Source: an optimization exercise on an open RTL-to-GDS flow (aim: small area, a short achievable clock period and few clock cycles). Production flows keep margins and buffers that such runs may drop. In this exercise RTL edits were held to simulation tests only and were not proved equivalent to the original.

## flow/design.v (module list and top-level ports; edited modules follow where they fit)
// module mma_ram: 23 lines
// module mma_lane: 2206 lines
// module matrix_multiply_accumulate_top: 379 lines
module matrix_multiply_accumulate_top (
	input  logic               clk,
	input  logic               arst_n,
	input  logic               cfg_wr_en,
	input  logic [MSIZE_W-1:0] cfg_wr_data,
	input  logic               req_valid,
	output logic               req_ready,
	input  logic [REQ_W-1:0]   req_type,
	input  logic [IDX_W-1:0]   req_index,
	input  logic [DATA_W-1:0]  req_a_value,
	input  logic [DATA_W-1:0]  req_b_value,
	output logic               rsp_valid,
	input  logic               rsp_ready,
	output logic [DATA_W-1:0]  rsp_c_value
);
  // ...
==> flow/run.sh <==
#!/bin/bash
# synth_recipe.tcl (not shown) runs the flow's synth.tcl, then flattens the netlist and writes it again
# the make line also repeats each setting of config.mk as NAME=value (left out here)
make -C /OpenROAD-flow-scripts/flow DESIGN_CONFIG=/design/flow/config.mk WORK_HOME=/design/flow/orfs CLKGATE_MAP_FILE= SYNTH_SCRIPT=/design/flow/synth_recipe.tcl finish
==> flow/config.mk <==
export PLATFORM = sky130hd
export DESIGN_NAME = matrix_multiply_accumulate_top
export DESIGN_NICKNAME = matrix_multiply_accumulate_top
export VERILOG_FILES = /design/flow/design.v
export SDC_FILE = /design/flow/constraint.sdc
export NUM_CORES = 4
export LEC_CHECK = 0
export CAP_MARGIN = 20
export CORE_MARGIN = 2
export CORE_UTILIZATION = 55
export CTS_BUF_LIST = sky130_fd_sc_hd__clkbuf_16
export CTS_CLUSTER_DIAMETER = 80
export CTS_CLUSTER_SIZE = 30
export SETUP_SLACK_MARGIN = 4.6
export SLEW_MARGIN = 20
==> flow/constraint.sdc <==
create_clock -name core_clock -period 8.0 [get_ports {clk}]
set_input_delay 1.6000 -clock core_clock [delete_from_list [all_inputs] [get_ports {clk}]]
set_output_delay 1.6000 -clock core_clock [all_outputs]
set_load 0.01 [all_outputs]
==> key figures, run 1 <==
Outcome
  – Status: complete, no violations

Finish
  – Clock buf/inv share: between 3 and 4%
  – Commonest non-fill, non-tap cell in the layout: edfxtp_1

Synthesis
  – Cell Area, Synth: 410000 um^2
  – Syn_nets: roughly 29000
  – Syn Area/Cell: roughly 16 um^2
  – Sequential-to-total area share from yosys stat: slightly below 60%

Timing
  – Post-route setup TNS: 0 ns
  – Tmin final: around 3.6 ns

Critical path
  – R2r setup slk: around 4.5 ns
  – Startpoint Class: flop
  – Critical Path Source: f0_d[30]
  – CP Data Arrival Time: between 1.5 and 2 ns
  – Crit. End Element: primary output

Clocking
  – Clk slew on worst S/H paths: 0.10 ns
  – Num Clock Sinks: ~9000

Worst hold path
  – Min-Delay Endpoint: wb1_c_q[1]

Die
  – Rows: about 320

Drt
  – Total number of vias: 238000
  – Drt first pass iters: 8
  – Drt wl/cell: ~37 um

GRT
  – First-pass GRT wire length: roughly 1800000 um
  – GR peak layer: met2
Testbench counts, summed over its fixed seeds: cycles 16,453.
==> module matrix_multiply_accumulate_top, before the edit <==
module matrix_multiply_accumulate_top (
	input  logic               clk,
	input  logic               arst_n,
	input  logic               cfg_wr_en,
	input  logic [MSIZE_W-1:0] cfg_wr_data,
	input  logic               req_valid,
	output logic               req_ready,
	input  logic [REQ_W-1:0]   req_type,
	input  logic [IDX_W-1:0]   req_index,
	input  logic [DATA_W-1:0]  req_a_value,
	input  logic [DATA_W-1:0]  req_b_value,
	output logic               rsp_valid,
	input  logic               rsp_ready,
	output logic [DATA_W-1:0]  rsp_c_value
);
	localparam int NL = 8;
	function automatic logic [6:0] sq(input logic [3:0] n);
		logic [6:0] r;
		case (n)
			4'd1:    r = 7'd1;
			4'd2:    r = 7'd4;
			4'd3:    r = 7'd9;
			4'd4:    r = 7'd16;
			4'd5:    r = 7'd25;
			4'd6:    r = 7'd36;
			4'd7:    r = 7'd49;
			default: r = 7'd64;
		endcase
		sq = r;
	endfunction
	logic [MSIZE_W-1:0] msize_q;
	logic [3:0]         n_use;
	always_comb begin
		if (msize_q == '0) begin
			n_use = 4'd1;
		end else if (msize_q > 4'd8) begin
			n_use = 4'd8;
		end else begin
			n_use = msize_q;
		end
	end
	mma_pkg::mma_item_t q0, q1, in_item, q0_d;
	logic               q0_v, q1_v;
	logic               q1_free_q;        
	logic               take;
	logic               pop;
	assign in_item   = {req_type, req_index, req_a_value, req_b_value, n_use};
	assign req_ready = q1_free_q;
	assign take      = req_valid && q1_free_q;
	logic        issue_q;           
	logic        busy_q;            
	logic [3:0]  nacc_q;
	logic [6:0]  nsq_acc_q;
	logic [5:0]  a_addr_q;
	logic [2:0]  k_q;
	logic [5:0]  base_q;
	logic [6:0]  wb_done_q;
	logic              f0_v, f1_v;
	logic [DATA_W-1:0] f0_d, f1_d;
	logic              rsp_pop;
	logic       h_in_range;
	logic       can;
	logic       h_load, h_acc, h_read, h_clear;
	logic [DATA_W-1:0] c_rd;
	logic [63:0]       cval_q;
	logic [DATA_W-1:0] read_val;
	logic              rd_byp;
	logic              rd_port;
	logic [3:0]        wb_cnt_q, wb_cnt_d;
	logic [5:0]        wb_ptr_q, wb_ptr_d;
	logic [5:0]        c_raddr_q;
	logic              wb2_v_q;
	logic [5:0]        wb2_addr_q;
	logic [DATA_W-1:0] wb2_sum_q;
	assign h_in_range = {1'b0, q0.idx} < sq(q0.n);
	always_comb begin
		unique case (q0.kind)
			REQ_LOAD:  can = !issue_q;
			REQ_ACC:   can = !busy_q;
			REQ_READ:  can = !f1_v && (rd_byp || rd_port);
			default:   can = !busy_q;
		endcase
	end
	assign pop     = q0_v && can;
	assign h_load  = pop && (q0.kind == REQ_LOAD);
	assign h_acc   = pop && (q0.kind == REQ_ACC);
	assign h_read  = pop && (q0.kind == REQ_READ);
	assign h_clear = pop && (q0.kind == REQ_CLEAR);
	assign rd_byp   = wb2_v_q && (wb2_addr_q == q0.idx);
	assign rd_port  = (wb_cnt_q == '0) && (!busy_q || ({1'b0, q0.idx} >= nsq_acc_q)
	                                       || ({1'b0, q0.idx} < wb_done_q));
	assign read_val = !h_in_range ? '0 :
	                  rd_byp      ? wb2_sum_q :
	                  cval_q[q0.idx] ? c_rd : '0;
	always_ff @(posedge clk or negedge arst_n) begin
		if (!arst_n) begin
			msize_q <= MSIZE_RESET;
			q0_v      <= 1'b0;
			q1_v      <= 1'b0;
			q1_free_q <= 1'b1;
		end else begin
			if (cfg_wr_en) begin
				msize_q <= cfg_wr_data;
			end
			if (pop) begin
				q0_v      <= q1_v || take;
				q1_v      <= 1'b0;
				q1_free_q <= 1'b1;
			end else if (!q0_v) begin
				q0_v <= take;
			end else if (!q1_v) begin
				q1_v      <= take;
				q1_free_q <= !take;
			end
		end
	end
	always_ff @(posedge clk) begin
		if (!q1_v) begin
			q1 <= in_item;
		end
		q0 <= q0_d;
	end
	always_comb begin
		if (pop) begin
			q0_d = q1_v ? q1 : in_item;
		end else if (!q0_v) begin
			q0_d = in_item;
		end else begin
			q0_d = q0;
		end
	end
	logic [DATA_W-1:0] a_rd;
	logic [DATA_W-1:0] b_bank [NL];
	logic [2:0]        brow_q [NL];
	logic [2:0]        brot_q;
	logic              ab_we;
	logic              wr_v_q;
	logic [5:0]        wr_idx_q;
	logic [DATA_W-1:0] wr_a_q, wr_b_q;
	assign ab_we = h_load && h_in_range;
	always_ff @(posedge clk or negedge arst_n) begin
		if (!arst_n) begin
			wr_v_q <= 1'b0;
		end else begin
			wr_v_q <= ab_we;
		end
	end
	always_ff @(posedge clk) begin
		wr_idx_q <= q0.idx;
		wr_a_q   <= q0.a;
		wr_b_q   <= q0.b;
	end
	mma_ram #(.WIDTH(DATA_W), .DEPTH(64), .NRD(1)) u_ram_a (
		.clk   (clk),
		.we    (wr_v_q),
		.waddr (wr_idx_q),
		.wdata (wr_a_q),
		.raddr (a_addr_q),
		.rdata (a_rd)
	);
	for (genvar j = 0; j < NL; j++) begin : g_bbank
		mma_ram #(.WIDTH(DATA_W), .DEPTH(8), .NRD(1)) u_ram_b (
			.clk   (clk),
			.we    (wr_v_q && (wr_idx_q[2:0] == j[2:0])),
			.waddr (wr_idx_q[5:3]),
			.wdata (wr_b_q),
			.raddr (brow_q[j]),
			.rdata (b_bank[j])
		);
	end
	logic [5:0] base_nxt;
	logic       k_last;
	assign k_last = ({1'b0, k_q} == nacc_q - 4'd1);
	always_comb begin
		if (h_acc || k_last) begin
			base_nxt = '0;
		end else begin
			base_nxt = base_q + {2'b00, nacc_q};
		end
	end
	always_ff @(posedge clk or negedge arst_n) begin
		if (!arst_n) begin
			issue_q <= 1'b0;
		end else begin
			if (h_acc) begin
				issue_q <= 1'b1;
			end else if (issue_q && ({1'b0, a_addr_q} == nsq_acc_q - 7'd1)) begin
				issue_q <= 1'b0;
			end
		end
	end
	always_ff @(posedge clk) begin
		if (h_acc) begin
			nacc_q    <= q0.n;
			nsq_acc_q <= sq(q0.n);
			a_addr_q  <= '0;
			k_q       <= '0;
		end else if (issue_q) begin
			a_addr_q <= a_addr_q + 6'd1;
			k_q      <= k_last ? 3'd0 : k_q + 3'd1;
		end
		if (h_acc || issue_q) begin
			base_q <= base_nxt;
			brot_q <= base_nxt[2:0];
			for (int j = 0; j < NL; j++) begin
				brow_q[j] <= base_nxt[5:3] + ((j[2:0] < base_nxt[2:0]) ? 3'd1 : 3'd0);
			end
		end
	end
	logic [DATA_W-1:0] rot1 [NL];
	logic [DATA_W-1:0] rot2 [NL];
	logic [DATA_W-1:0] rot4 [NL];
	logic [15:0]       one_d, two_d, neg_d;
	logic [15:0]       one1_q [NL/2];
	logic [15:0]       two1_q [NL/2];
	logic [15:0]       neg1_q [NL/2];
	logic [DATA_W-1:0] b1_q [NL];
	logic              v1_q, first1_q, last1_q;
	always_comb begin
		for (int c = 0; c < NL; c++) begin
			rot1[c] = brot_q[0] ? b_bank[(c + 1) % NL] : b_bank[c];
		end
		for (int c = 0; c < NL; c++) begin
			rot2[c] = brot_q[1] ? rot1[(c + 2) % NL] : rot1[c];
		end
		for (int c = 0; c < NL; c++) begin
			rot4[c] = brot_q[2] ? rot2[(c + 4) % NL] : rot2[c];
		end
	end
	always_comb begin
		for (int j = 0; j < 16; j++) begin
			logic am1, a0, a1;
			am1 = (j == 0) ? 1'b0 : a_rd[2*j-1];
			a0  = a_rd[2*j];
			a1  = a_rd[2*j+1];
			one_d[j] = a0 ^ am1;
			two_d[j] = (a1 & !a0 & !am1) | (!a1 & a0 & am1);
			neg_d[j] = a1;
		end
	end
	always_ff @(posedge clk) begin
		for (int p = 0; p < NL / 2; p++) begin
			one1_q[p] <= one_d;
			two1_q[p] <= two_d;
			neg1_q[p] <= neg_d;
		end
		first1_q <= (k_q == 3'd0);
		last1_q  <= k_last;
		for (int c = 0; c < NL; c++) begin
			b1_q[c] <= rot4[c];
		end
	end
	logic              v2_q, first2_q, last2_q;
	logic [DATA_W-1:0] acc_s [NL];
	logic [DATA_W-1:0] acc_c [NL];
	for (genvar c = 0; c < NL; c++) begin : g_lane
		mma_lane u_lane (
			.clk       (clk),
			.one       (one1_q[c / 2]),
			.two       (two1_q[c / 2]),
			.neg       (neg1_q[c / 2]),
			.b         (b1_q[c]),
			.first     (first2_q),
			.acc_s_nxt (acc_s[c]),
			.acc_c_nxt (acc_c[c])
		);
	end
	always_ff @(posedge clk) begin
		first2_q <= first1_q;
		last2_q  <= last1_q;
	end
	logic [DATA_W-1:0] w_s_q [NL];
	logic [DATA_W-1:0] w_c_q [NL];
	logic              wb1_v_q;
	logic [5:0]        wb1_addr_q;
	logic [DATA_W-1:0] wb1_s_q, wb1_c_q, wb1_old_q;
	logic              wb_load;
	assign wb_load = v2_q && last2_q;
	always_comb begin
		if (wb_load) begin
			wb_cnt_d = nacc_q;
		end else if (wb_cnt_q != '0) begin
			wb_cnt_d = wb_cnt_q - 4'd1;
		end else begin
			wb_cnt_d = wb_cnt_q;
		end
		if (h_acc) begin
			wb_ptr_d = '0;
		end else if (wb_cnt_q != '0) begin
			wb_ptr_d = wb_ptr_q + 6'd1;
		end else begin
			wb_ptr_d = wb_ptr_q;
		end
	end
	always_ff @(posedge clk or negedge arst_n) begin
		if (!arst_n) begin
			v1_q     <= 1'b0;
			v2_q     <= 1'b0;
			wb_cnt_q <= '0;
			wb1_v_q  <= 1'b0;
			wb2_v_q  <= 1'b0;
			busy_q   <= 1'b0;
			cval_q   <= '0;
		end else begin
			v1_q    <= issue_q;
			v2_q    <= v1_q;
			wb1_v_q <= wb_cnt_q != '0;
			wb2_v_q <= wb1_v_q;
			wb_cnt_q <= wb_cnt_d;
			if (h_acc) begin
				busy_q <= 1'b1;
			end else if (wb2_v_q && (wb_done_q == nsq_acc_q - 7'd1)) begin
				busy_q <= 1'b0;
			end
			if (h_clear) begin
				cval_q <= '0;
			end else if (wb2_v_q) begin
				cval_q[wb2_addr_q] <= 1'b1;
			end
		end
	end
	always_ff @(posedge clk) begin
		for (int c = 0; c < NL; c++) begin
			w_s_q[c] <= wb_load ? acc_s[c] : ((c + 1 < NL) ? w_s_q[(c + 1) % NL] : '0);
			w_c_q[c] <= wb_load ? acc_c[c] : ((c + 1 < NL) ? w_c_q[(c + 1) % NL] : '0);
		end
		wb_ptr_q  <= wb_ptr_d;
		c_raddr_q <= (wb_cnt_d != '0) ? wb_ptr_d : q0_d.idx;
		if (h_acc) begin
			wb_done_q <= '0;
		end else begin
			if (wb2_v_q) begin
				wb_done_q <= wb_done_q + 7'd1;
			end
		end
		wb1_addr_q <= wb_ptr_q;
		wb1_s_q    <= w_s_q[0];
		wb1_c_q    <= w_c_q[0];
		wb1_old_q  <= cval_q[wb_ptr_q] ? c_rd : '0;
		wb2_addr_q <= wb1_addr_q;
		wb2_sum_q  <= wb1_old_q + wb1_s_q + wb1_c_q;
	end
	mma_ram #(.WIDTH(DATA_W), .DEPTH(64), .NRD(1)) u_ram_c (
		.clk   (clk),
		.we    (wb2_v_q),
		.waddr (wb2_addr_q),
		.wdata (wb2_sum_q),
		.raddr (c_raddr_q),
		.rdata (c_rd)
	);
	assign rsp_pop = f0_v && rsp_ready;
	always_ff @(posedge clk or negedge arst_n) begin
		if (!arst_n) begin
			f0_v <= 1'b0;
			f1_v <= 1'b0;
		end else begin
			if (rsp_pop) begin
				f0_v <= f1_v || h_read;
				f1_v <= 1'b0;
			end else if (!f0_v) begin
				f0_v <= h_read;
			end else if (!f1_v) begin
				f1_v <= h_read;
			end
		end
	end
	always_ff @(posedge clk) begin
		if (!f1_v) begin
			f1_d <= read_val;
		end
		if (rsp_pop) begin
			f0_d <= f1_v ? f1_d : read_val;
		end else if (!f0_v) begin
			f0_d <= read_val;
		end
	end
	assign rsp_valid   = f0_v;
	assign rsp_c_value = f0_d;
endmodule
==> inputs of run 2 (changes only) <==
--- a/flow/design.v
+++ b/flow/design.v
@@ -16,6 +16,7 @@
 		logic [DATA_W-1:0] a;
 		logic [DATA_W-1:0] b;
 		logic [3:0]        n;
+		logic              inr;
 	} mma_item_t;
 endpackage
 module mma_ram #(
@@ -2294,7 +2295,8 @@
 	logic               q1_free_q;        
 	logic               take;
 	logic               pop;
-	assign in_item   = {req_type, req_index, req_a_value, req_b_value, n_use};
+	assign in_item   = {req_type, req_index, req_a_value, req_b_value, n_use,
+	                    {1'b0, req_index} < sq(n_use)};
 	assign req_ready = q1_free_q;
 	assign take      = req_valid && q1_free_q;
 	logic        issue_q;           
@@ -2307,7 +2309,6 @@
 	logic [6:0]  wb_done_q;
 	logic              f0_v, f1_v;
 	logic [DATA_W-1:0] f0_d, f1_d;
-	logic              rsp_pop;
 	logic       h_in_range;
 	logic       can;
 	logic       h_load, h_acc, h_read, h_clear;
@@ -2316,18 +2317,26 @@
 	logic [DATA_W-1:0] read_val;
 	logic              rd_byp;
 	logic              rd_port;
+	logic              eq_q, ge_q, lt_q;      
+	logic              eq1_q;
+	logic              rd_byp1;
+	logic              wb_cap;
+	logic [DATA_W-1:0] wb1_sum;
+	logic              rsp_mv;
 	logic [3:0]        wb_cnt_q, wb_cnt_d;
 	logic [5:0]        wb_ptr_q, wb_ptr_d;
-	logic [5:0]        c_raddr_q;
+	logic [5:0]        c_raddr_q [4];
 	logic              wb2_v_q;
 	logic [5:0]        wb2_addr_q;
+	logic              wb1_v_q;
+	logic [5:0]        wb1_addr_q;
 	logic [DATA_W-1:0] wb2_sum_q;
-	assign h_in_range = {1'b0, q0.idx} < sq(q0.n);
+	assign h_in_range = q0.inr;
 	always_comb begin
 		unique case (q0.kind)
 			REQ_LOAD:  can = !issue_q;
 			REQ_ACC:   can = !busy_q;
-			REQ_READ:  can = !f1_v && (rd_byp || rd_port);
+			REQ_READ:  can = (!f1_v || rsp_mv) && (rd_byp || rd_port);
 			default:   can = !busy_q;
 		endcase
 	end
@@ -2336,10 +2345,11 @@
 	assign h_acc   = pop && (q0.kind == REQ_ACC);
 	assign h_read  = pop && (q0.kind == REQ_READ);
 	assign h_clear = pop && (q0.kind == REQ_CLEAR);
-	assign rd_byp   = wb2_v_q && (wb2_addr_q == q0.idx);
-	assign rd_port  = (wb_cnt_q == '0) && (!busy_q || ({1'b0, q0.idx} >= nsq_acc_q)
-	                                       || ({1'b0, q0.idx} < wb_done_q));
+	assign rd_byp1  = wb1_v_q && eq1_q;
+	assign rd_byp   = rd_byp1 || (wb2_v_q && eq_q);
+	assign rd_port  = !wb_cap && (!busy_q || ge_q || lt_q);
 	assign read_val = !h_in_range ? '0 :
+	                  rd_byp1     ? wb1_sum :
 	                  rd_byp      ? wb2_sum_q :
 	                  cval_q[q0.idx] ? c_rd : '0;
 	always_ff @(posedge clk or negedge arst_n) begin
@@ -2379,10 +2389,31 @@
 			q0_d = q0;
 		end
 	end
+	logic [5:0] idx_pop, idx_hold;
+	logic [6:0] done_nx;
+	logic       is_acc;
+	assign idx_pop  = q1_v ? q1.idx : in_item.idx;
+	assign idx_hold = q0_v ? q0.idx : in_item.idx;
+	assign is_acc   = q0.kind == REQ_ACC;
+	assign done_nx  = wb_done_q + {6'd0, wb2_v_q};
+	always_ff @(posedge clk) begin
+		if (pop) begin
+			eq1_q <= wb_ptr_q == idx_pop;
+			eq_q <= wb1_addr_q == idx_pop;
+			ge_q <= {1'b0, idx_pop} >= (is_acc ? sq(q0.n) : nsq_acc_q);
+			lt_q <= !is_acc && ({1'b0, idx_pop} < done_nx);
+		end else begin
+			eq1_q <= wb_ptr_q == idx_hold;
+			eq_q <= wb1_addr_q == idx_hold;
+			ge_q <= {1'b0, idx_hold} >= nsq_acc_q;
+			lt_q <= {1'b0, idx_hold} < done_nx;
+		end
+	end
 	logic [DATA_W-1:0] a_rd;
 	logic [DATA_W-1:0] b_bank [NL];
-	logic [2:0]        brow_q [NL];
-	logic [2:0]        brot_q;
+	logic [2:0]        brow_q [NL][2];
+	logic [2:0]        brot_q [NL];
+	logic [5:0]        a_raddr_q [4];
 	logic              ab_we;
 	logic              wr_v_q;
 	logic [5:0]        wr_idx_q;
@@ -2400,24 +2431,28 @@
 		wr_a_q   <= q0.a;
 		wr_b_q   <= q0.b;
 	end
-	mma_ram #(.WIDTH(DATA_W), .DEPTH(64), .NRD(1)) u_ram_a (
-		.clk   (clk),
-		.we    (wr_v_q),
-		.waddr (wr_idx_q),
-		.wdata (wr_a_q),
-		.raddr (a_addr_q),
-		.rdata (a_rd)
-	);
-	for (genvar j = 0; j < NL; j++) begin : g_bbank
-		mma_ram #(.WIDTH(DATA_W), .DEPTH(8), .NRD(1)) u_ram_b (
+	for (genvar s = 0; s < 4; s++) begin : g_aslice
+		mma_ram #(.WIDTH(8), .DEPTH(64), .NRD(1)) u_ram_a (
 			.clk   (clk),
-			.we    (wr_v_q && (wr_idx_q[2:0] == j[2:0])),
-			.waddr (wr_idx_q[5:3]),
-			.wdata (wr_b_q),
-			.raddr (brow_q[j]),
-			.rdata (b_bank[j])
+			.we    (wr_v_q),
+			.waddr (wr_idx_q),
+			.wdata (wr_a_q[8*s +: 8]),
+			.raddr (a_raddr_q[s]),
+			.rdata (a_rd[8*s +: 8])
 		);
 	end
+	for (genvar j = 0; j < NL; j++) begin : g_bbank
+		for (genvar h = 0; h < 2; h++) begin : g_half
+			mma_ram #(.WIDTH(16), .DEPTH(8), .NRD(1)) u_ram_b (
+				.clk   (clk),
+				.we    (wr_v_q && (wr_idx_q[2:0] == j[2:0])),
+				.waddr (wr_idx_q[5:3]),
+				.wdata (wr_b_q[16*h +: 16]),
+				.raddr (brow_q[j][h]),
+				.rdata (b_bank[j][16*h +: 16])
+			);
+		end
+	end
 	logic [5:0] base_nxt;
 	logic       k_last;
 	assign k_last = ({1'b0, k_q} == nacc_q - 4'd1);
@@ -2445,15 +2480,25 @@
 			nsq_acc_q <= sq(q0.n);
 			a_addr_q  <= '0;
 			k_q       <= '0;
+			for (int s = 0; s < 4; s++) begin
+				a_raddr_q[s] <= '0;
+			end
 		end else if (issue_q) begin
 			a_addr_q <= a_addr_q + 6'd1;
 			k_q      <= k_last ? 3'd0 : k_q + 3'd1;
+			for (int s = 0; s < 4; s++) begin
+				a_raddr_q[s] <= a_raddr_q[s] + 6'd1;
+			end
 		end
 		if (h_acc || issue_q) begin
 			base_q <= base_nxt;
-			brot_q <= base_nxt[2:0];
+			for (int c = 0; c < NL; c++) begin
+				brot_q[c] <= base_nxt[2:0];
+			end
 			for (int j = 0; j < NL; j++) begin
-				brow_q[j] <= base_nxt[5:3] + ((j[2:0] < base_nxt[2:0]) ? 3'd1 : 3'd0);
+				for (int h = 0; h < 2; h++) begin
+					brow_q[j][h] <= base_nxt[5:3] + ((j[2:0] < base_nxt[2:0]) ? 3'd1 : 3'd0);
+				end
 			end
 		end
 	end
@@ -2461,20 +2506,20 @@
 	logic [DATA_W-1:0] rot2 [NL];
 	logic [DATA_W-1:0] rot4 [NL];
 	logic [15:0]       one_d, two_d, neg_d;
-	logic [15:0]       one1_q [NL/2];
-	logic [15:0]       two1_q [NL/2];
+	logic [15:0]       one1_q [NL/2];      
+	logic [15:0]       two1_q [NL/2];      
 	logic [15:0]       neg1_q [NL/2];
 	logic [DATA_W-1:0] b1_q [NL];
 	logic              v1_q, first1_q, last1_q;
 	always_comb begin
 		for (int c = 0; c < NL; c++) begin
-			rot1[c] = brot_q[0] ? b_bank[(c + 1) % NL] : b_bank[c];
+			rot1[c] = brot_q[c][0] ? b_bank[(c + 1) % NL] : b_bank[c];
 		end
 		for (int c = 0; c < NL; c++) begin
-			rot2[c] = brot_q[1] ? rot1[(c + 2) % NL] : rot1[c];
+			rot2[c] = brot_q[c][1] ? rot1[(c + 2) % NL] : rot1[c];
 		end
 		for (int c = 0; c < NL; c++) begin
-			rot4[c] = brot_q[2] ? rot2[(c + 4) % NL] : rot2[c];
+			rot4[c] = brot_q[c][2] ? rot2[(c + 4) % NL] : rot2[c];
 		end
 	end
 	always_comb begin
@@ -2490,9 +2535,11 @@
 	end
 	always_ff @(posedge clk) begin
 		for (int p = 0; p < NL / 2; p++) begin
-			one1_q[p] <= one_d;
-			two1_q[p] <= two_d;
-			neg1_q[p] <= neg_d;
+			if (issue_q && ((2 * p) < nacc_q)) begin
+				one1_q[p] <= one_d;
+				two1_q[p] <= two_d;
+				neg1_q[p] <= neg_d;
+			end
 		end
 		first1_q <= (k_q == 3'd0);
 		last1_q  <= k_last;
@@ -2521,14 +2568,14 @@
 	end
 	logic [DATA_W-1:0] w_s_q [NL];
 	logic [DATA_W-1:0] w_c_q [NL];
-	logic              wb1_v_q;
-	logic [5:0]        wb1_addr_q;
 	logic [DATA_W-1:0] wb1_s_q, wb1_c_q, wb1_old_q;
 	logic              wb_load;
+	assign wb1_sum = wb1_old_q + wb1_s_q + wb1_c_q;
 	assign wb_load = v2_q && last2_q;
+	assign wb_cap  = wb_load || (wb_cnt_q != '0);
 	always_comb begin
 		if (wb_load) begin
-			wb_cnt_d = nacc_q;
+			wb_cnt_d = nacc_q - 4'd1;
 		end else if (wb_cnt_q != '0) begin
 			wb_cnt_d = wb_cnt_q - 4'd1;
 		end else begin
@@ -2536,7 +2583,7 @@
 		end
 		if (h_acc) begin
 			wb_ptr_d = '0;
-		end else if (wb_cnt_q != '0) begin
+		end else if (wb_cap) begin
 			wb_ptr_d = wb_ptr_q + 6'd1;
 		end else begin
 			wb_ptr_d = wb_ptr_q;
@@ -2554,7 +2601,7 @@
 		end else begin
 			v1_q    <= issue_q;
 			v2_q    <= v1_q;
-			wb1_v_q <= wb_cnt_q != '0;
+			wb1_v_q <= wb_cap;
 			wb2_v_q <= wb1_v_q;
 			wb_cnt_q <= wb_cnt_d;
 			if (h_acc) begin
@@ -2571,11 +2618,13 @@
 	end
 	always_ff @(posedge clk) begin
 		for (int c = 0; c < NL; c++) begin
-			w_s_q[c] <= wb_load ? acc_s[c] : ((c + 1 < NL) ? w_s_q[(c + 1) % NL] : '0);
-			w_c_q[c] <= wb_load ? acc_c[c] : ((c + 1 < NL) ? w_c_q[(c + 1) % NL] : '0);
+			w_s_q[c] <= (c + 1 < NL) ? (wb_load ? acc_s[(c + 1) % NL] : w_s_q[(c + 1) % NL]) : '0;
+			w_c_q[c] <= (c + 1 < NL) ? (wb_load ? acc_c[(c + 1) % NL] : w_c_q[(c + 1) % NL]) : '0;
 		end
 		wb_ptr_q  <= wb_ptr_d;
-		c_raddr_q <= (wb_cnt_d != '0) ? wb_ptr_d : q0_d.idx;
+		for (int s = 0; s < 4; s++) begin
+			c_raddr_q[s] <= ((v1_q && last1_q) || (wb_cnt_d != '0)) ? wb_ptr_d : q0_d.idx;
+		end
 		if (h_acc) begin
 			wb_done_q <= '0;
 		end else begin
@@ -2584,44 +2633,44 @@
 			end
 		end
 		wb1_addr_q <= wb_ptr_q;
-		wb1_s_q    <= w_s_q[0];
-		wb1_c_q    <= w_c_q[0];
+		wb1_s_q    <= wb_load ? acc_s[0] : w_s_q[0];
+		wb1_c_q    <= wb_load ? acc_c[0] : w_c_q[0];
 		wb1_old_q  <= cval_q[wb_ptr_q] ? c_rd : '0;
 		wb2_addr_q <= wb1_addr_q;
-		wb2_sum_q  <= wb1_old_q + wb1_s_q + wb1_c_q;
+		wb2_sum_q  <= wb1_sum;
 	end
-	mma_ram #(.WIDTH(DATA_W), .DEPTH(64), .NRD(1)) u_ram_c (
-		.clk   (clk),
-		.we    (wb2_v_q),
-		.waddr (wb2_addr_q),
-		.wdata (wb2_sum_q),
-		.raddr (c_raddr_q),
-		.rdata (c_rd)
-	);
-	assign rsp_pop = f0_v && rsp_ready;
+	for (genvar s = 0; s < 4; s++) begin : g_cslice
+		mma_ram #(.WIDTH(8), .DEPTH(64), .NRD(1)) u_ram_c (
+			.clk   (clk),
+			.we    (wb2_v_q),
+			.waddr (wb2_addr_q),
+			.wdata (wb2_sum_q[8*s +: 8]),
+			.raddr (c_raddr_q[s]),
+			.rdata (c_rd[8*s +: 8])
+		);
+	end
+	assign rsp_mv = !f0_v || rsp_ready;
 	always_ff @(posedge clk or negedge arst_n) begin
 		if (!arst_n) begin
 			f0_v <= 1'b0;
 			f1_v <= 1'b0;
 		end else begin
-			if (rsp_pop) begin
-				f0_v <= f1_v || h_read;
+			if (rsp_mv) begin
+				f0_v <= f1_v;
+			end
+			if (h_read) begin
+				f1_v <= 1'b1;
+			end else if (rsp_mv) begin
 				f1_v <= 1'b0;
-			end else if (!f0_v) begin
-				f0_v <= h_read;
-			end else if (!f1_v) begin
-				f1_v <= h_read;
 			end
 		end
 	end
 	always_ff @(posedge clk) begin
-		if (!f1_v) begin
+		if (!f1_v || rsp_mv) begin
 			f1_d <= read_val;
 		end
-		if (rsp_pop) begin
-			f0_d <= f1_v ? f1_d : read_val;
-		end else if (!f0_v) begin
-			f0_d <= read_val;
+		if (rsp_mv) begin
+			f0_d <= f1_d;
 		end
 	end
 	assign rsp_valid   = f0_v;
--- a/flow/config.mk
+++ b/flow/config.mk
@@ -9,7 +9,7 @@
 export CORE_MARGIN = 2
 export CORE_UTILIZATION = 55
 export CTS_BUF_LIST = sky130_fd_sc_hd__clkbuf_16
-export CTS_CLUSTER_DIAMETER = 80
-export CTS_CLUSTER_SIZE = 30
+export CTS_CLUSTER_DIAMETER = 70
+export CTS_CLUSTER_SIZE = 25
 export SETUP_SLACK_MARGIN = 4.6
 export SLEW_MARGIN = 20
==> key figures, run 2 <==
Finish
  – Filler cells: ~56000
  – Non-Filler Instances: around 36000
  – Most frequent cells in the layout: edfxtp_1 (6508), dfxtp_1 (2280), mux4_2 (2059)
  – Biggest regs: g_aslice.u_ram_a.mem_q: 2048 flops, g_bbank.g_half.u_ram_b.mem_q: 2048 flops, g_cslice.u_ram_c.mem_q: 2048 flops
  – Synth-to-Final Area Change: 10.1%
  – Commonest non-fill, non-tap cell in the layout: edfxtp_1
  – Core Util, Final: between 60% and 70%
  – Share of cells above drive strength 1: 21.6%
  – Nets: roughly 28000

Die
  – Chip width: a little under 900 um
  – Starting density of the core: a little under three fifths
  – Die area: 764000 um^2
  – Rows: 319 (+0.63%)
  – Die Y-Extent: about 870 um
  – # IOs: between 100 and 150
  – Core area: around 750000 um^2

Timing
  – Post-route setup TNS: 0 ns (unchanged)
  – Slew HR: approximately 18%
  – Tmin final: 3.66 ns (+0.0792 ns)
  – Hold Vio Cnt, Final: 0
  – Fin Hold WS: roughly 0.34 ns
  – Final setup fails: 0
  – Worst Skew: 0.0804 ns
  – Slew Viols, Final: 0
  – Peak Freq: 273 MHz
  – RSZ-0062 raised after global routing: yes
  – Final Cycle Share: between 40% and 50%
  – Worst slew pin tran: 1.24 ns

Clocking
  – Clock root cell: clkbuf_16
  – Hold-fix buffers at CTS: 0
  – Num Clock Sinks: 9141 (+1.6%)
  – Clk slew on worst S/H paths: 0.09 ns (about the same)
  – TritonCTS Buffers: roughly 550
  – CTS Buffer Depth: 4
  – Clk Latency, worst-skew pair: 1.16 ns
  – H-tree lvl count: 6
  – CTS tree: built

Placed design
  – Buffers on Ports: ~110
  – Gpl congestion: about 0.93
  – Hpwl dp: roughly 800000 um
  – Placed cells: between 30000 and 40000

Synthesis
  – Synthesized-area fraction occupied by adder cells: a little over a tenth
  – Synth Area in XOR/XNOR: about 5.3%
  – Post-synth top cells: edfxtp_1 (6508), dfxtp_1 (2549), a22oi_1 (2135), mux4_2 (2059), fa_1 (2009)
  – Cells after synthesis: around 26000
  – Yosys top cell by area: edfxtp_1
  – Mux share of post-synthesis cell area: between 10% and 20%
  – Ys Warns: 33
  – Largest family of logic cells by synthesized area: multiplexers
  – Sequential-to-total area share from yosys stat: 59.7% (+0.39 points)
  – Share of synthesized registers carrying an async set or reset: 0.919%
  – Syn Area/Cell: 16.2 um^2 (+3.7%)
  – EDFF count, synth: 6508
  – Synth area leaders: edfxtp_1 (47%), dfxtp_1 (12%), mux4_2 (11%), fa_1 (9.7%), a22oi_1 (3.9%)
  – Syn_nets: 28100 (-2.0%)
  – Post-synthesis compound-gate area fraction: under 10%
  – Synth Area in Simple Gates: 2.23%
  – Yosys cell types: between 70 and 80
  – Most frequent cell after synthesis: edfxtp_1
  – Cell Area, Synth: 416000 um^2 (+1.4%)
  – Top-area cell type share of the netlist area: approximately 47%
  – Post-synthesis register bit count: approximately 9000
  – Ys flop type: edfxtp_1

Critical path
  – Crit-path cells: buf_2
  – CP Data Arrival Time: 2.06 ns (+0.08 ns)
  – Critical path depth in cells: 1
  – R2r worst-path depth: 10
  – CP Class: flop to primary output
  – Crit. End Element: primary output
  – Startpoint Class: flop
  – Worst endpoint required time: between 6 and 7 ns
  – CP peak stage delay: between 0.6 and 0.7 ns
  – Largest fanout on the critical path: 1
  – Buf/Inv on CP: 1
  – Critical-path top delay cell: edfxtp_1
  – R2r setup slk: 4.50 ns (+0.05 ns)
  – Top delay family on crit path: flip-flops

GRT
  – First-pass GRT wire length: 1850000 um (+1.2%)
  – Tot GR Track Use: 34.4%
  – Antenna violations before repair: 100
  – Largest net degree at the start of global routing: approximately 170
  – Vias in the first global route: ~240k
  – Overflow after GRT: 0

Drt
  – Initial DRC Count: roughly 33000
  – Drt first pass iters: 9 (+1)
  – DRT antenna net count: 0
  – Drt wl/cell: 37.5 um (+2.6%)
  – Vias per cell: around 6.6
  – Detailed-route DRC error count: 0
  – Final wirelength: 1350000 um
  – Total number of vias: 236000 (-0.62%)

Worst hold path
  – WHS Path Cells: 0
  – HP Class: flop to flop

Flow run
  – Maximum capacitance violations: 0

Outcome
  – Status: complete, no violations
run 2: logic make-up after synthesis:
group / count (synthesis)
adder cells (fa/ha/maj): 2357
XOR/XNOR: 2509
AO/OA/AOI/OAI: 2859
buffers and inverters: 3861
flip-flops: 9141
AND/OR/NAND/NOR: 1928
multiplexers: 2973
run 2: timing repair:
action	in CTS	in global routing
gates resized for setup	782	403
gates cloned	52	51
setup endpoints to repair	1965	520
pin swaps	32	109
buffers inserted	150	116
run 2: layer usage:
metal / up-vias / wire length [um] / GRT usage (%) / share of wire (%)
li1: 93300 / - / - / -
met4: 36 / 69700 / 13.8 / 5.2
met1: 126000 / 528000 / 49.5 / 39
met2: 14300 / 594000 / 51.0 / 44
met5: - / 937 / 0.0620 / 0.070
met3: 2574 / 155000 / 8.64 / 11
run 2: worst paths after layout:
check,from,to
max,f0_d[27],rsp_c_value[27]
min,q0[42],wr_a_q[5]
max reg2reg,neg1_q[3][1],g_lane[6].u_lane.m_q26_0
min reg2reg,q0[42],wr_a_q[5]
max in group asynchronous,arst_n,q0_v
min in group asynchronous,arst_n,cval_q[15]
run 2: per-stage QoR:
stage | area, um^2 | setup WS (ns)
floorplan | 416000 | 3.92
global placement | 430000 | 2.25
detailed placement | 430000 | 2.66
CTS | 454000 | 4.31
global route | 458000 | 4.27
finish | 458000 | 4.34
run 2: layout make-up:
| type | instances | area (um^2) | area share, % |
|---|---|---|---|
| sequential | 9141 | 249000 | 54.3 |
| multi-input combinational | 12600 | 156000 | 34.1 |
| timing repair buffer | 1177 | 14600 | 3.18 |
| clock buffer | 568 | 14200 | 3.10 |
| tap | 9951 | 12500 | 2.72 |
| inverter | 1952 | 7390 | 1.61 |
| clock inverter | 403 | 4230 | 0.923 |
| antenna | 71 | 178 | 0.0388 |
Testbench counts of run 2, summed over its fixed seeds: cycles 16,195.
==> inputs of run 3 (changes only) <==
--- a/flow/design.v
+++ b/flow/design.v
@@ -2307,8 +2307,9 @@
 	logic [2:0]  k_q;
 	logic [5:0]  base_q;
 	logic [6:0]  wb_done_q;
-	logic              f0_v, f1_v;
-	logic [DATA_W-1:0] f0_d, f1_d;
+	logic              f0_v, f1_v, f2_v;
+	logic [DATA_W-1:0] f0_d, f1_d, f2_d;
+	logic              rsp_mv1;
 	logic       h_in_range;
 	logic       can;
 	logic       h_load, h_acc, h_read, h_clear;
@@ -2318,8 +2319,6 @@
 	logic              rd_byp;
 	logic              rd_port;
 	logic              eq_q, ge_q, lt_q;      
-	logic              eq1_q;
-	logic              rd_byp1;
 	logic              wb_cap;
 	logic [DATA_W-1:0] wb1_sum;
 	logic              rsp_mv;
@@ -2336,7 +2335,7 @@
 		unique case (q0.kind)
 			REQ_LOAD:  can = !issue_q;
 			REQ_ACC:   can = !busy_q;
-			REQ_READ:  can = (!f1_v || rsp_mv) && (rd_byp || rd_port);
+			REQ_READ:  can = (!f2_v || rsp_mv1) && (rd_byp || rd_port);
 			default:   can = !busy_q;
 		endcase
 	end
@@ -2345,11 +2344,9 @@
 	assign h_acc   = pop && (q0.kind == REQ_ACC);
 	assign h_read  = pop && (q0.kind == REQ_READ);
 	assign h_clear = pop && (q0.kind == REQ_CLEAR);
-	assign rd_byp1  = wb1_v_q && eq1_q;
-	assign rd_byp   = rd_byp1 || (wb2_v_q && eq_q);
+	assign rd_byp   = wb2_v_q && eq_q;
 	assign rd_port  = !wb_cap && (!busy_q || ge_q || lt_q);
 	assign read_val = !h_in_range ? '0 :
-	                  rd_byp1     ? wb1_sum :
 	                  rd_byp      ? wb2_sum_q :
 	                  cval_q[q0.idx] ? c_rd : '0;
 	always_ff @(posedge clk or negedge arst_n) begin
@@ -2357,7 +2354,7 @@
 			msize_q <= MSIZE_RESET;
 			q0_v      <= 1'b0;
 			q1_v      <= 1'b0;
-			q1_free_q <= 1'b1;
+			q1_free_q <= 1'b0;
 		end else begin
 			if (cfg_wr_en) begin
 				msize_q <= cfg_wr_data;
@@ -2367,10 +2364,13 @@
 				q1_v      <= 1'b0;
 				q1_free_q <= 1'b1;
 			end else if (!q0_v) begin
-				q0_v <= take;
+				q0_v      <= take;
+				q1_free_q <= !q1_v;
 			end else if (!q1_v) begin
 				q1_v      <= take;
 				q1_free_q <= !take;
+			end else begin
+				q1_free_q <= 1'b0;
 			end
 		end
 	end
@@ -2398,12 +2398,10 @@
 	assign done_nx  = wb_done_q + {6'd0, wb2_v_q};
 	always_ff @(posedge clk) begin
 		if (pop) begin
-			eq1_q <= wb_ptr_q == idx_pop;
 			eq_q <= wb1_addr_q == idx_pop;
 			ge_q <= {1'b0, idx_pop} >= (is_acc ? sq(q0.n) : nsq_acc_q);
 			lt_q <= !is_acc && ({1'b0, idx_pop} < done_nx);
 		end else begin
-			eq1_q <= wb_ptr_q == idx_hold;
 			eq_q <= wb1_addr_q == idx_hold;
 			ge_q <= {1'b0, idx_hold} >= nsq_acc_q;
 			lt_q <= {1'b0, idx_hold} < done_nx;
@@ -2649,25 +2647,33 @@
 			.rdata (c_rd[8*s +: 8])
 		);
 	end
-	assign rsp_mv = !f0_v || rsp_ready;
+	assign rsp_mv  = !f0_v || rsp_ready;
+	assign rsp_mv1 = !f1_v || rsp_mv;
 	always_ff @(posedge clk or negedge arst_n) begin
 		if (!arst_n) begin
 			f0_v <= 1'b0;
 			f1_v <= 1'b0;
+			f2_v <= 1'b0;
 		end else begin
 			if (rsp_mv) begin
 				f0_v <= f1_v;
 			end
+			if (rsp_mv1) begin
+				f1_v <= f2_v;
+			end
 			if (h_read) begin
-				f1_v <= 1'b1;
-			end else if (rsp_mv) begin
-				f1_v <= 1'b0;
+				f2_v <= 1'b1;
+			end else if (rsp_mv1) begin
+				f2_v <= 1'b0;
 			end
 		end
 	end
 	always_ff @(posedge clk) begin
-		if (!f1_v || rsp_mv) begin
-			f1_d <= read_val;
+		if (!f2_v || rsp_mv1) begin
+			f2_d <= read_val;
+		end
+		if (rsp_mv1) begin
+			f1_d <= f2_d;
 		end
 		if (rsp_mv) begin
 			f0_d <= f1_d;
==> key figures, run 3 <==
Outcome
  – Status: complete, no violations

Synthesis
  – Yosys cell types: 67 (-15%)
  – Post-synthesis register bit count: 9173 (+0.35%)
  – Sequential-to-total area share from yosys stat: 59.9% (+0.20 points)
  – Syn_nets: 28900 (+3.1%)
  – Synth area leaders: edfxtp_1 (47%), dfxtp_1 (12%), mux4_2 (11%), fa_1 (9.7%), a22oi_1 (3.7%)
  – Ys flop type: edfxtp_1
  – Cells after synthesis: 26500 (+3.4%)
  – Post-synth top cells: edfxtp_1 (6540), dfxtp_1 (2548), mux4_2 (2107), a22oi_1 (2049), inv_1 (2013)
  – Most frequent cell after synthesis: edfxtp_1
  – Syn Area/Cell: 15.7 um^2 (-3.3%)
  – Cell Area, Synth: 417000 um^2 (about the same)
  – Yosys top cell by area: edfxtp_1
  – EDFF count, synth: 6540 (+0.49%)
  – Share of synthesized registers carrying an async set or reset: 0.927% (+0.0077 points)
  – Ys Warns: 33 (unchanged)
  – Top-area cell type share of the netlist area: 47.1% (+0.20 points)

Clocking
  – CTS Buffer Depth: 4 (unchanged)
  – CTS tree: built
  – Clock root cell: clkbuf_16
  – Num Clock Sinks: 9173 (+0.35%)
  – TritonCTS Buffers: 548 (+0.37%)
  – Clk slew on worst S/H paths: 0.09 ns (about the same)
  – Hold-fix buffers at CTS: 0 (unchanged)
  – Clk Latency, worst-skew pair: 1.18 ns (+0.02 ns)
  – H-tree lvl count: 6 (unchanged)

Timing
  – Final Cycle Share: 44.5% (-1.3 points)
  – Fin Hold WS: 0.327 ns (-0.00975 ns)
  – Tmin final: 3.56 ns (-0.101 ns)
  – Worst Skew: 0.0913 ns (+0.0109 ns)
  – RSZ-0062 raised after global routing: yes
  – Slew Viols, Final: 0 (unchanged)
  – Hold Vio Cnt, Final: 0 (unchanged)
  – Worst slew pin tran: 1.32 ns (+0.0851 ns)
  – Final setup fails: 0 (unchanged)
  – Post-route setup TNS: 0 ns (unchanged)
  – Slew HR: 11.9% (-5.7 points)
  – Peak Freq: 281 MHz (+2.8%)

GRT
  – Antenna violations before repair: 83 (-17%)
  – Largest net degree at the start of global routing: 202 (+22%)
  – Tot GR Track Use: 34.8% (+0.42 points)
  – First-pass GRT wire length: 1870000 um (+1.4%)
  – Overflow after GRT: 0 (unchanged)
  – Vias in the first global route: 240000 (+1.7%)

Drt
  – Drt wl/cell: 36.7 um (-2.3%)
  – Drt first pass iters: 7 (-2)
  – Detailed-route DRC error count: 0 (unchanged)
  – DRT antenna net count: 0 (unchanged)
  – Vias per cell: 6.46 (-1.7%)
  – Final wirelength: 1350000 um (+0.50%)
  – Total number of vias: 239000 (+1.1%)
  – Initial DRC Count: 32400 (-2.7%)

Critical path
  – CP Data Arrival Time: 4.46 ns (+2.40 ns)
  – Crit. End Element: flop
  – CP Class: flop to flop
  – Worst endpoint required time: 8.90 ns (+2.50 ns)
  – RR Endpoint: b1_q[1][13]
  – Critical-path top delay cell: mux4_2
  – Most Frequent Cell on Critical Path: mux4_2
  – Crit-path cells: buf_6 > mux4_2 > mux2i_1 > a21oi_1 > mux4_2
  – CP peak stage delay: 0.83 ns (+0.16 ns)
  – Startpoint Class: flop
  – R2r worst-path depth: 5 (-5)
  – R2r setup slk: 4.44 ns (-0.06 ns)
  – Largest fanout on the critical path: 44 (+43)

Finish
  – Synth-to-Final Area Change: 10.1% (about the same)
  – Register area: 250000 um^2 (+0.38%)
  – Nets: 28800 (+3.1%)
  – Filler cells: 56700 (+1.5%)
  – Non-Filler Instances: 36900 (+2.9%)
  – Core Util, Final: 60.8% (about the same)
  – Most frequent cells in the layout: edfxtp_1 (6540), dfxtp_1 (2276), mux4_2 (2107)
  – Commonest non-fill, non-tap cell in the layout: edfxtp_1
  – Multi-input gate area: 155000 um^2 (-0.78%)
  – Biggest regs: g_aslice.u_ram_a.mem_q: 2048 flops, g_bbank.g_half.u_ram_b.mem_q: 2048 flops, g_cslice.u_ram_c.mem_q: 2048 flops
  – Share of cells above drive strength 1: 18.9% (-2.6 points)

Worst hold path
  – HP Class: primary input to asynchronous set/reset pin

Die
  – # IOs: 115 (unchanged)
  – Die area: 764000 um^2 (about the same)
  – Core area: 755000 um^2 (about the same)
  – Rows: 319 (unchanged)
  – Die Y-Extent: 874 um (about the same)
  – Chip width: 874 um (about the same)
  – Starting density of the core: 55.2% (about the same)

Flow run
  – Maximum capacitance violations: 0 (unchanged)

Placed design
  – Placed cells: 35500 (+2.9%)
  – Hpwl dp: 815000 um (+3.0%)
  – Buffers on Ports: 114 (unchanged)
  – Gpl congestion: 0.931 (about the same)
## run 3: cell families after synthesis
family / Yosys count / synth area share [%]
DFF: 9173 / 59.9
buffers and inverters: 3960 / 3.61
and+or+nand+nor: 3214 / 3.37
AOI/OAI and AO/OA: 2759 / 4.65
muxes: 2539 / 12.5
xor gates and xnor gates: 2504 / 5.27
adders and majority gates: 2356 / 10.7
## run 3: timing repair
action                                  4_1_cts  5_1_grt
gates cloned                                 62       48
setup buffers                               174      119
pin swaps                                    17       93
endpoints found under the setup margin     2073      569
endpoints found under the hold margin         0        0
resized for setup                           762      384
## run 3: cell type report
type | count | area share, %
tap | 10100 | 2.76
multi-input combinational | 13400 | 33.8
timing repair buffer | 1210 | 3.25
antenna | 75 | 0.0409
clock inverter | 404 | 0.878
clock buffer | 569 | 3.10
inverter | 2014 | 1.66
sequential | 9173 | 54.5
## run 3: worst max path at each step
stage	from	endpoint	slack [ns]	cells after the start
detailed placement	flop	two1_q[3][2]	3.29	5
floorplan	rsp_ready	eq_q	3.77	9
CTS	f0_d[5]	rsp_c_value[5]	4.48	1
finish	flop	b1_q[1][13]	4.44	5
global placement	flop	two1_q[3][1]	3.01	5
global route	two1_q[3][0]	g_lane[7].u_lane.m_q29_0	4.44	9
## run 3: critical path: cells and delay by family, from the launching register on
kind                   cells  cell delay (ns)
multiplexers               3             1.74
flip-flops                 1             0.76
buffers and inverters      1             0.50
AO/OA/AOI/OAI              1             0.24
## run 3: stage by stage
stage	area [um^2]	setup slack (ns)
floorplan	417000	3.77
global placement	430000	3.01
detailed placement	430000	3.29
CTS	455000	4.48
global route	459000	4.44
finish	459000	4.44
## run 3: layer usage
| layer | vias to the layer above | wire (um) | part of all wire (%) | track usage, % |
|---|---|---|---|---|
| met5 | - | 1020 | 0.075 | 0.378 |
| met2 | 13800 | 611000 | 45 | 53.3 |
| li1 | 95200 | - | - | - |
| met4 | 34 | 80600 | 6.0 | 16.0 |
| met3 | 2936 | 144000 | 11 | 7.92 |
| met1 | 127000 | 518000 | 38 | 48.2 |
Testbench counts of run 3, summed over its fixed seeds: cycles 16,329.
==> inputs of run 4 (changes only) <==
--- a/flow/config.mk
+++ b/flow/config.mk
@@ -7,9 +7,10 @@
 export LEC_CHECK = 0
 export CAP_MARGIN = 20
 export CORE_MARGIN = 2
-export CORE_UTILIZATION = 55
+export CORE_UTILIZATION = 65
 export CTS_BUF_LIST = sky130_fd_sc_hd__clkbuf_16
 export CTS_CLUSTER_DIAMETER = 70
 export CTS_CLUSTER_SIZE = 25
+export PLACE_DENSITY = 0.72
 export SETUP_SLACK_MARGIN = 4.6
 export SLEW_MARGIN = 20
==> key figures, run 4 <==
Die
  – Die area: 647000 um^2 (-15%)
  – Core area: 640000 um^2 (-15%)
  – Starting density of the core: 65.1% (+9.9 points)
  – Chip width: 805 um (-8.0%)
  – # IOs: 115 (unchanged)
  – Rows: 294 (-7.8%)
  – Die Y-Extent: 805 um (-8.0%)

Synthesis
  – Top-area cell type share of the netlist area: 47.1% (unchanged)
  – Syn_nets: 28900 (unchanged)
  – Share of synthesized registers carrying an async set or reset: 0.927% (unchanged)
  – Ys Warns: 33 (unchanged)
  – Cell Area, Synth: 417000 um^2 (unchanged)
  – Ys flop type: edfxtp_1
  – Syn Area/Cell: 15.7 um^2 (unchanged)
  – EDFF count, synth: 6540 (unchanged)
  – Cells after synthesis: 26500 (unchanged)
  – Most frequent cell after synthesis: edfxtp_1
  – Sequential-to-total area share from yosys stat: 59.9% (unchanged)
  – Yosys cell types: 67 (unchanged)
  – Post-synth top cells: edfxtp_1 (6540), dfxtp_1 (2548), mux4_2 (2107), a22oi_1 (2049), inv_1 (2013)
  – Post-synthesis register bit count: 9173 (unchanged)
  – Synth area leaders: edfxtp_1 (47%), dfxtp_1 (12%), mux4_2 (11%), fa_1 (9.7%), a22oi_1 (3.7%)
  – Yosys top cell by area: edfxtp_1

Critical path
  – R2r setup slk: 4.49 ns (+0.05 ns)
  – Top delay family on crit path: flip-flops
  – Worst endpoint required time: 6.40 ns (-2.50 ns)
  – RR Endpoint: b1_q[2][11]
  – Crit. End Element: primary output
  – CP Data Arrival Time: 2.01 ns (-2.45 ns)
  – R2r worst-path depth: 5 (unchanged)
  – Crit-path cells: buf_6
  – Largest fanout on the critical path: 1 (-98%)
  – Buf/Inv on CP: 1 (unchanged)
  – CP Class: flop to primary output
  – Startpoint Class: flop
  – CP peak stage delay: 0.63 ns (-0.20 ns)
  – Critical-path top delay cell: edfxtp_1

Placed design
  – Buffers on Ports: 114 (unchanged)
  – Gpl congestion: 0.956 (+2.7%)
  – Hpwl dp: 769000 um (-5.6%)

Timing
  – RSZ-0062 raised after global routing: yes
  – Slew HR: 14.4% (+2.4 points)
  – Peak Freq: 277 MHz (-1.5%)
  – Hold Vio Cnt, Final: 0 (unchanged)
  – Final setup fails: 0 (unchanged)
  – Tmin final: 3.61 ns (+0.0528 ns)
  – Post-route setup TNS: 0 ns (unchanged)
  – Slew Viols, Final: 0 (unchanged)
  – Final Cycle Share: 45.1% (+0.66 points)
  – Worst slew pin tran: 1.28 ns (-0.0363 ns)
  – Worst Skew: 0.0894 ns (-0.00189 ns)

Drt
  – Final wirelength: 1320000 um (-2.8%)
  – Total number of vias: 243000 (+1.8%)
  – Initial DRC Count: 39800 (+23%)
  – DRT antenna net count: 0 (unchanged)
  – Drt wl/cell: 37.5 um (+2.3%)
  – Vias per cell: 6.93 (+7.1%)
  – Drt first pass iters: 10 (+3)
  – Detailed-route DRC error count: 0 (unchanged)

GRT
  – First-pass GRT wire length: 1810000 um (-3.4%)
  – Antenna violations before repair: 76 (-8.4%)
  – Vias in the first global route: 242000 (+0.62%)
  – Overflow after GRT: 0 (unchanged)
  – Tot GR Track Use: 39.8% (+5.0 points)
  – Largest net degree at the start of global routing: 167 (-17%)

Clocking
  – Clk slew on worst S/H paths: 0.10 ns (about the same)
  – CTS Buffer Depth: 4 (unchanged)
  – CTS tree: built
  – H-tree lvl count: 6 (unchanged)
  – TritonCTS Buffers: 521 (-4.9%)
  – Num Clock Sinks: 9173 (unchanged)
  – Clk Latency, worst-skew pair: 1.19 ns (about the same)
  – Clock root cell: clkbuf_16

Finish
  – Most frequent cells in the layout: edfxtp_1 (6540), dfxtp_1 (2270), inv_1 (2117)
  – Nets: 28700 (-0.30%)
  – Synth-to-Final Area Change: 9.01%
  – Commonest non-fill, non-tap cell in the layout: edfxtp_1
  – Core Util, Final: 71.0% (+10 points)
  – Biggest regs: g_aslice.u_ram_a.mem_q: 2048 flops, g_bbank.g_half.u_ram_b.mem_q: 2048 flops, g_cslice.u_ram_c.mem_q: 2048 flops
  – Share of cells above drive strength 1: 18.3% (-0.68 points)
  – Filler cells: 40500 (-29%)

Worst hold path
  – Min-Delay Endpoint: wr_a_q[15]
  – WHS Path Cells: 0
  – HP Class: flop to flop
  – HP Start: q0[52]

Flow run
  – Maximum capacitance violations: 0 (unchanged)

Outcome
  – Status: complete, no violations
## run 4: cell counts after synthesis
Identical to the previous run, type by type.
## run 4: worst max-delay path by stage
stage | start | end | cells after the start
after floorplan | rsp_ready | eq_q | 9
after global placement | flop | two1_q[0][2] | 9
after detailed placement | flop | one1_q[3][4] | 5
after CTS | f0_d[3] | rsp_c_value[3] | 1
after global routing | f0_d[7] | rsp_c_value[7] | 1
final | f0_d[7] | rsp_c_value[7] | 1
## run 4: logic make-up (layout without fill, tap and decap cells)
group	Yosys count	in the layout	synth area share, %
other	0	40	0
and+or+nand+nor	3214	3219	3.37
xor gates and xnor gates	2504	2504	5.27
buffers and inverters	3960	4074	3.61
AOI/OAI and AO/OA	2759	2760	4.65
adders and majority gates	2356	2356	10.7
DFF	9173	9173	59.9
muxes	2539	2539	12.5
## run 4: timing repair
item                       in CTS  in global routing
setup endpoints to repair    2301                565
hold endpoints to repair        0                  0
setup buffers                 136                157
hold buffers                    0                  0
gates cloned                   49                 58
resized for setup             674                354
pin swaps                      34                 83
## run 4: routing by layer
metal	wire, um	share of wire (%)	GRT usage [%]	vias to the layer above
li1	-	-	-	94900
met1	465000	35	55.4	126000
met2	571000	43	58.2	19000
met3	192000	15	11.6	3588
met4	87900	6.7	20.2	46
met5	1510	0.11	0.420	-
## run 4: layout make-up
class	instances	area [um^2]	area share (%)
Tap cell	8436	10600	2.32
Sequential cell	9173	250000	55.1
Multi-Input combinational cell	13400	155000	34.1
Inverter	2014	7590	1.67
Antenna cell	40	100	0.0220
Clock buffer	550	13800	3.03
Clock inverter	364	3400	0.749
Timing Repair Buffer	1146	13900	3.07
## run 4: through the flow
| stage | hold slack [ns] | setup WS (ns) | cell area, um^2 | std cells |
|---|---|---|---|---|
| floorplan | 0.310 | 3.77 | 417000 | 26500 |
| global placement | 0.311 | 3.49 | 428000 | 33700 |
| detailed placement | 0.323 | 3.52 | 428000 | 33700 |
| CTS | 0.345 | 4.43 | 450000 | 34800 |
| global route | 0.351 | 4.43 | 454000 | 35100 |
| finish | 0.344 | 4.39 | 454000 | 35100 |
==> inputs of run 5 (changes only) <==
--- a/flow/design.v
+++ b/flow/design.v
@@ -42,6 +42,31 @@
 		assign rdata[i*WIDTH +: WIDTH] = mem_q[raddr[i*AW +: AW]];
 	end
 endmodule
+module mma_ram_oh #(
+	parameter int WIDTH = 32,
+	parameter int DEPTH = 64,
+	parameter int AW    = (DEPTH > 1) ? $clog2(DEPTH) : 1
+) (
+	input  logic                  clk,
+	input  logic                  we,
+	input  logic [AW-1:0]         waddr,
+	input  logic [WIDTH-1:0]      wdata,
+	input  logic [DEPTH-1:0]      rsel,
+	output logic [WIDTH-1:0]      rdata
+);
+	logic [WIDTH-1:0] mem_q [DEPTH];
+	always_ff @(posedge clk) begin
+		if (we) begin
+			mem_q[waddr] <= wdata;
+		end
+	end
+	always_comb begin
+		rdata = '0;
+		for (int w = 0; w < DEPTH; w++) begin
+			rdata = rdata | (mem_q[w] & {WIDTH{rsel[w]}});
+		end
+	end
+endmodule
 module mma_lane (
 	input  logic        clk,
 	input  logic [15:0] one,
@@ -2409,7 +2434,7 @@
 	end
 	logic [DATA_W-1:0] a_rd;
 	logic [DATA_W-1:0] b_bank [NL];
-	logic [2:0]        brow_q [NL][2];
+	logic [7:0]        brow_q [NL];        
 	logic [2:0]        brot_q [NL];
 	logic [5:0]        a_raddr_q [4];
 	logic              ab_we;
@@ -2440,16 +2465,14 @@
 		);
 	end
 	for (genvar j = 0; j < NL; j++) begin : g_bbank
-		for (genvar h = 0; h < 2; h++) begin : g_half
-			mma_ram #(.WIDTH(16), .DEPTH(8), .NRD(1)) u_ram_b (
-				.clk   (clk),
-				.we    (wr_v_q && (wr_idx_q[2:0] == j[2:0])),
-				.waddr (wr_idx_q[5:3]),
-				.wdata (wr_b_q[16*h +: 16]),
-				.raddr (brow_q[j][h]),
-				.rdata (b_bank[j][16*h +: 16])
-			);
-		end
+		mma_ram_oh #(.WIDTH(DATA_W), .DEPTH(8)) u_ram_b (
+			.clk   (clk),
+			.we    (wr_v_q && (wr_idx_q[2:0] == j[2:0])),
+			.waddr (wr_idx_q[5:3]),
+			.wdata (wr_b_q),
+			.rsel  (brow_q[j]),
+			.rdata (b_bank[j])
+		);
 	end
 	logic [5:0] base_nxt;
 	logic       k_last;
@@ -2494,9 +2517,7 @@
 				brot_q[c] <= base_nxt[2:0];
 			end
 			for (int j = 0; j < NL; j++) begin
-				for (int h = 0; h < 2; h++) begin
-					brow_q[j][h] <= base_nxt[5:3] + ((j[2:0] < base_nxt[2:0]) ? 3'd1 : 3'd0);
-				end
+				brow_q[j] <= 8'd1 << (base_nxt[5:3] + ((j[2:0] < base_nxt[2:0]) ? 3'd1 : 3'd0));
 			end
 		end
 	end
--- a/flow/config.mk
+++ b/flow/config.mk
@@ -7,10 +7,9 @@
 export LEC_CHECK = 0
 export CAP_MARGIN = 20
 export CORE_MARGIN = 2
-export CORE_UTILIZATION = 65
+export CORE_UTILIZATION = 55
 export CTS_BUF_LIST = sky130_fd_sc_hd__clkbuf_16
 export CTS_CLUSTER_DIAMETER = 70
 export CTS_CLUSTER_SIZE = 25
-export PLACE_DENSITY = 0.72
 export SETUP_SLACK_MARGIN = 4.6
 export SLEW_MARGIN = 20
==> key figures, run 5 <==
Outcome
  – Status: complete, no violations

Drt
  – Drt wl/cell: 36.4 um (-2.9%)
  – Initial DRC Count: 33100 (-17%)
  – Drt first pass iters: 7 (-3)
  – Vias per cell: 6.53 (-5.7%)
  – Total number of vias: 244000 (+0.15%)
  – Detailed-route DRC error count: 0 (unchanged)
  – Final wirelength: 1360000 um (+3.1%)

Finish
  – Commonest non-fill, non-tap cell in the layout: edfxtp_1
  – Multi-input gate area: 150000 um^2 (-2.9%)
  – Core Util, Final: 60.4% (-11 points)
  – Register area: 251000 um^2 (+0.29%)
  – Biggest regs: g_aslice.u_ram_a.mem_q: 2048 flops, g_bbank.u_ram_b.mem_q: 2048 flops, g_cslice.u_ram_c.mem_q: 2048 flops
  – Share of cells above drive strength 1: 15.6% (-2.7 points)
  – Most frequent cells in the layout: edfxtp_1 (6583), a22oi_1 (2987), dfxtp_1 (2293)

Critical path
  – Crit. End Element: primary output
  – Top delay family on crit path: flip-flops
  – CP peak stage delay: 0.50 ns (-0.13 ns)
  – Critical-path top delay cell: edfxtp_1
  – Worst endpoint required time: 6.40 ns (about the same)
  – CP Capture Point: rsp_c_value[1]
  – Startpoint Class: flop
  – R2r worst-path depth: 10 (+5)
  – Buf/Inv on CP: 1 (unchanged)

Synthesis
  – Synth area leaders: edfxtp_1 (48%), dfxtp_1 (12%), fa_1 (9.7%), mux4_2 (8.8%), a22oi_1 (5.6%)
  – Yosys cell types: 65 (-3.0%)
  – Synth Area in Simple Gates: 3.89% (+0.51 points)
  – Top-area cell type share of the netlist area: 47.9% (+0.70 points)
  – Syn_nets: 29600 (+2.1%)
  – Most frequent cell after synthesis: edfxtp_1
  – Cells after synthesis: 27100 (+2.3%)
  – EDFF count, synth: 6583 (+0.66%)
  – Cell Area, Synth: 413000 um^2 (-0.82%)
  – Syn Area/Cell: 15.2 um^2 (-3.0%)
  – Post-synth top cells: edfxtp_1 (6583), a22oi_1 (3073), dfxtp_1 (2524), inv_1 (2034), fa_1 (2009)
  – Mux share of post-synthesis cell area: 9.10% (-3.4 points)
  – Synthesized-area fraction occupied by adder cells: 10.8% (+0.10 points)
  – Yosys top cell by area: edfxtp_1
  – Share of synthesized registers carrying an async set or reset: 0.925% (-0.0019 points)
  – Sequential-to-total area share from yosys stat: 60.6% (+0.69 points)
  – Largest family of logic cells by synthesized area: adder cells
  – Ys Warns: 33 (unchanged)

Placed design
  – Hpwl dp: 817000 um (+6.3%)
  – Gpl congestion: 0.941 (-1.6%)
  – Pre-CTS WS: 3.07 ns (-0.453 ns)

GRT
  – Vias in the first global route: 243000 (+0.35%)
  – Tot GR Track Use: 34.8% (-5.0 points)
  – Largest net degree at the start of global routing: 193 (+16%)
  – Overflow after GRT: 0 (unchanged)
  – Antenna violations before repair: 123 (+62%)

Die
  – Die area: 758000 um^2 (+17%)
  – Chip width: 871 um (+8.2%)
  – # IOs: 115 (unchanged)
  – Die Y-Extent: 871 um (+8.2%)

Flow run
  – Maximum capacitance violations: 0 (unchanged)

Worst hold path
  – WHS Path Cells: 0 (unchanged)
  – HP Class: flop to flop

Clocking
  – CTS Buffer Depth: 4 (unchanged)
  – Clk Latency, worst-skew pair: 1.20 ns (about the same)
  – H-tree lvl count: 6 (unchanged)
  – Clk slew on worst S/H paths: 0.10 ns (about the same)

Timing
  – Slew HR: 14.1% (-0.25 points)
  – Peak Freq: 285 MHz (+3.1%)
  – Setup slack after layout: 4.50 ns (+0.108 ns)
  – Hold Vio Cnt, Final: 0 (unchanged)
  – Post-route setup TNS: 0 ns (unchanged)
  – RSZ-0062 raised after global routing: yes
  – Worst Skew: 0.0739 ns (-0.0155 ns)
  – Tmin final: 3.50 ns (-0.108 ns)
  – Worst slew pin tran: 1.29 ns (+0.00382 ns)
run 5: cell count changes after synthesis, sizes merged, moves of 88 or more:
cell / change
a22oi: +1024
mux4: -500
mux2i: -169
mux2: -134
nand4: +131
and4: +127
clkbuf: +88
run 5: worst min path at each step:
stage	startpoint	endpoint	slack [ns]
finish	q0[44]	wr_a_q[7]	0.34
detailed placement	q0[52]	wr_a_q[15]	0.33
floorplan	first1_q	first2_q	0.31
CTS	q0[44]	wr_a_q[7]	0.34
global placement	q0[27]	wr_b_q[22]	0.32
global route	q0[44]	wr_a_q[7]	0.35
run 5: through the flow:
step	cell area [um^2]	cells
2_1_floorplan	413000	27100
6_report	453000	37300
3_3_place_gp	426000	35800
3_5_place_dp	426000	35900
5_1_grt	453000	37200
4_1_cts	449000	37000
run 5: cell families after synthesis:
logic type,after synthesis
DFF,9192
buffers and inverters,4026
AOI/OAI and AO/OA,3810
adders and majority gates,2361
muxes,1736
xor gates and xnor gates,2510
and+or+nand+nor,3477
run 5: final cells by class:
type,count,share of cell area (%)
flip-flops and latches,9192,55.4
multi-input cells,13900,33.2
clock buffers,567,3.13
repair buffers,1168,2.96
well taps,9920,2.74
inverters,2035,1.69
clock inverters,401,0.873
diodes,83,0.0459
run 5: what timing repair did:
item                                     CTS  global route
buffers inserted                         156           116
resized for setup                        609           350
gates cloned                              36            48
endpoints found under the setup margin  2524           633
pin swaps                                 33            72
run 5: layer usage:
metal | vias to the layer above | share of wire (%) | track usage, %
met1 | 128000 | 38 | 47.9
met2 | 15000 | 45 | 53.2
met5 | - | 0.067 | 0
li1 | 97600 | - | -
met3 | 2995 | 11 | 8.13
met4 | 52 | 6.0 | 16.5
Testbench counts of run 5, summed over its fixed seeds: cycles 16,329.

port drivers added, routing unchanged:
The flow's constraints put no driver on any port. The routed layouts listed below were extracted and timed again, unchanged, in two steps.
Step 1, drivers: a clkbuf_16 drives clk and a buf_2 each remaining input, both assumed.
Step 2 times the ports against the registers' clock, not the clock port: input delays grow and output delays shrink by t, the midpoint of the rising clock arrivals with the driver on.
a / b / c = ideal ports / drivers / drivers and shift; a / b = the first two.
run	t, ns	setup WS [ns]	worst hold slack (ns)	latest minus earliest clock arrival (ns)	slew at the worst register clock pin (ns)
run 1	1.291	4.419 / 4.262 / 3.865	0.327 / 0.327 / 0.327	0.120 / 0.119	0.12 / 0.12
run 2	1.275	4.340 / 4.193 / 3.531	0.336 / 0.247 / 0.336	0.098 / 0.099	0.11 / 0.11
run 3	1.281	4.441 / 4.377 / 3.494	0.327 / 0.210 / 0.332	0.095 / 0.095	0.10 / 0.10
run 4	1.286	4.388 / 4.248 / 3.796	0.344 / 0.344 / 0.344	0.090 / 0.089	0.11 / 0.11
run 5	1.312	4.496 / 4.347 / 3.777	0.341 / 0.327 / 0.341	0.082 / 0.081	0.10 / 0.10
After both steps every run listed still meets setup and hold. The setup slack of run 3, which loses most, moves by -0.064 ns with the drivers and by -0.947 ns with both steps.
